Background: an optimization exercise with open tools, aiming at small area and a short achievable clock period. Do not read the settings as production practice. The RTL was checked by simulation tests, not by an equivalence proof against the original design. Power is estimated from default activity; no workload was simulated.

## garnet
Design rename_top, start of the top module:
module rename_top (
    input  logic      clk,
    input  logic      rst,
    input  logic      rename_valid,
    input  logic [$clog2(32)-1:0] rs1_arch,
    input  logic [$clog2(32)-1:0] rs2_arch,
    input  logic [$clog2(32)-1:0] rd_arch,
    input  logic      complete_valid,
    input  logic [$clog2(16)-1:0]   complete_rob_id,
    input  logic      complete_mispredict,
    output logic      rename_ready,
    output logic [$clog2(64)-1:0]  rs1_phy,
    output logic [$clog2(64)-1:0]  rs2_phy,
    output logic [$clog2(64)-1:0]  rd_phy,
    output logic [$clog2(16)-1:0]   rob_id,
    output logic      retire_valid,
    output logic [$clog2(32)-1:0] retire_rd_arch,
    output logic [$clog2(64)-1:0]  retire_rd_phy,
    output logic      flush
);
    wire [$clog2(64)-1:0] fmap_q [32];
    wire [$clog2(64)-1:0] bmap_q [32];
    wire [64-1:0] free_q;
    wire [64-1:0] held_q;
    logic [64-1:0] free_d;
    logic [$clog2(64)-1:0] alloc_q;
    logic avail_q;
    logic ready_q;
    logic [$clog2(16):0] head_q;
    logic [$clog2(16):0] tail_q;
    logic [$clog2(32)-1:0] ent_rd_arch [16];
    logic [$clog2(64)-1:0]  ent_new_phy [16];
    logic [16-1:0] ent_done;
    logic [16-1:0] ent_misp;
    logic retire_misp;
    logic [$clog2(64)-1:0] release_phy;
    assign fmap_q[0] = '0;
    assign bmap_q[0] = '0;
    assign free_q[0] = 1'b0;
    assign held_q[0] = 1'b1;
    assign free_d[0] = 1'b0;
    assign rs1_phy = fmap_q[rs1_arch];
    assign rs2_phy = fmap_q[rs2_arch];
    logic [$clog2(64)-1:0] alloc_d;
    logic [7:0] grp_any;
    logic [2:0] grp_idx [8];
    always_comb begin
        for (int g = 0; g < 8; g++) begin
            grp_any[g] = |free_d[g*8 +: 8];
            grp_idx[g] = '0;
            for (int j = 7; j >= 0; j--) begin
                if (free_d[g*8 + j]) grp_idx[g] = j[2:0];
            end
        end
        alloc_d = '0;
        for (int g = 7; g >= 0; g--) begin
            if (grp_any[g]) alloc_d = {g[2:0], grp_idx[g]};
        end
    end
    logic [64-1:0] lower_free;
    always_comb begin
        lower_free[0] = 1'b0;
        for (int i = 1; i < 64; i++) begin
            lower_free[i] = lower_free[i-1] | free_q[i-1];
        end
    end
    logic recovering, rename_fire, alloc_fire, pop;
    logic rd_nz;
    logic [$clog2(16)-1:0] head_slot, tail_slot;
    logic [$clog2(16):0] head_d, tail_d;
  ...
Size in the first run: ~60 I/O pins, about 37,000 um2 of cells after synthesis.
clock: 6.0 ns
lec_check: 0
cap_margin: 20
cell_pad_in_sites_detail_placement: 1
cell_pad_in_sites_global_placement: 2
core_margin: 2
core_utilization: 25
place_density: 0.45
setup_slack_margin: 2.0
slew_margin: 20
run.sh (not shown) runs the stock make flow with config.mk's settings and CLKGATE_MAP_FILE= SYNTH_SCRIPT=/design/flow/synth_recipe.tcl, a recipe that flattens the netlist after the stock synthesis.
Inputs modified between garnet and quartz:
- an added CTS_CLUSTER_DIAMETER of 100
- a change of PLACE_DENSITY from 0.45 to 0.85
- a change of SETUP_SLACK_MARGIN from 2.0 to 1.8
- an added CTS_CLUSTER_SIZE of 20
- an added CTS_BUF_LIST of sky130_fd_sc_hd__clkbuf_16
[summary]
Looking at critical-path cell with the highest stage delay, the sky130_fd_sc_hd__or3_4 result is from quartz; the sky130_fd_sc_hd__a222oi_1 one comes from garnet. | worst setup slack | quartz vs garnet | worse |. Re length in cells of the worst reg-to-reg path: garnet and quartz aren't equal, and the lower value belongs to quartz. Final cell count without fillers: quartz < garnet. Headroom to the max-slew limit delta (quartz − garnet): unfavourable. In the reports for garnet and quartz, the larger transition time at the pin with the least slew margin belongs to quartz. quartz vs garnet — hold slack rose 4.7 ps.
Modified inputs, raven compared to quartz
- CTS_CLUSTER_DIAMETER: 100 -> unset
- SETUP_SLACK_MARGIN: 1.8 -> 2.0
- PLACE_DENSITY: 0.85 -> 0.45
- CTS_CLUSTER_SIZE: 20 -> 30
- CTS_BUF_LIST: sky130_fd_sc_hd__clkbuf_16 -> sky130_fd_sc_hd__clkbuf_8
==> summary.txt <==
Number of antenna violations at the first check in global routing in raven is 10 above quartz. raven against quartz: aggregate negative setup slack essentially unchanged, routed wire length increased about 22%.
#### Input delta (nickel over raven)
- CTS_CLUSTER_SIZE changed from 30 to 15
- PLACE_DENSITY changed from 0.45 to 0.85
- CTS_CLUSTER_DIAMETER newly set to 80
- SETUP_SLACK_MARGIN changed from 2.0 to 1.8
Findings:
nickel finished all stages; the layout is clean. nickel ends up with lower final area than raven does. From raven to nickel, area of the mapped netlist did not move at all. nickel vs. raven: HPWL after detailed placement went down, ratio of total power to cell area shrank by about 9%, number of resized instances in the post-cts repair step decreased by 38% relative to the old numbers, final hold slack shows an increase of 5.2 ps. On sequential share of cell area, the higher figure sits with nickel, not raven. Comparing nickel with raven, the number of sequential cells came out essentially unchanged. Compared with raven, nickel shows global-route wire length before repair lower by 46,000 um. NOTE clock buffer instance count of the final layout raven->nickel decreased by more than half.
> inputs changed (nickel -> fjord)
- CTS_BUF_LIST now sky130_fd_sc_hd__clkbuf_16, was sky130_fd_sc_hd__clkbuf_8
- CTS_CLUSTER_SIZE now 20, was 15
- PLACE_DENSITY now 0.95, was 0.85
- CTS_CLUSTER_DIAMETER now 100, was 80
Results
- Having completed the whole flow, fjord delivered a layout that passed the timing, DRC and antenna checks.
- Taking nickel over fjord, the non-clock buffer total of the final layout ratio works out to 0.853.
- Going from nickel to fjord, part of the cycle the worst path needs grows by 0.33 points.
- On number of cell instances on the worst register-to-register path, the lower figure sits with nickel, not fjord.
- Between nickel and fjord, multi-input gate share of the layout cell area is lower for fjord, nickel comes in above that.
[inputs] pepper vs fjord
- SETUP_SLACK_MARGIN: 1.8 -> 2.0
- CTS_BUF_LIST: sky130_fd_sc_hd__clkbuf_16 -> unset
- ABC_AREA: unset -> 1
- CTS_CLUSTER_DIAMETER: 100 -> unset
- CTS_CLUSTER_SIZE: 20 -> unset
- PLACE_DENSITY: 0.95 -> 0.45
==> summary.txt <==
NOTE sequential power fjord->pepper decreased by more than 10%
Across both runs, number of clock buffer instances in the layout was higher for pepper than for fjord.
pepper against fjord: total power now sits higher, wire length after detailed routing now sits higher.

-- what the ideal ports hide --
In the flow no input, the clock included, has a driving cell. The finished layouts below were timed again as built, in two steps.
Step 1 sets driving cells, clkbuf_16 on the clock port and buf_2 on the other inputs (assumed; they add their load-dependent delay and slew).
Step 2 times the ports against the registers' clock, not the clock port: input delays grow and output delays shrink by t, the midpoint of the rising clock arrivals with the driver on.
Three values: ideal, step 1, step 2; two values: the first two.
run | t, ns | slack for setup (ns) | hold slack, ns | latest minus earliest clock arrival (ns) | pins driven straight from the clock port
garnet | 0.776 | 1.861 / 1.807 / 1.320 | 0.477 / 0.477 / 0.477 | 0.072 / 0.071 | 1
quartz | 0.708 | 1.807 / 1.746 / 1.266 | 0.481 / 0.481 / 0.481 | 0.036 / 0.037 | 1
raven | 0.930 | 1.816 / 1.762 / 1.231 | 0.478 / 0.478 / 0.478 | 0.082 / 0.082 | 1
nickel | 0.826 | 1.802 / 1.762 / 1.283 | 0.483 / 0.483 / 0.483 | 0.042 / 0.043 | 1
fjord | 0.710 | 1.782 / 1.736 / 1.193 | 0.477 / 0.477 / 0.477 | 0.051 / 0.051 | 1
pepper | 0.795 | 0.286 / 0.286 / -0.378 | 0.444 / 0.444 / 0.444 | 0.028 / 0.028 | 1
Met with ideal ports but missed after step 2: setup timing in pepper. The setup slack of pepper, which loses most, moves by 0.000 ns with the drivers and by -0.664 ns with both steps.
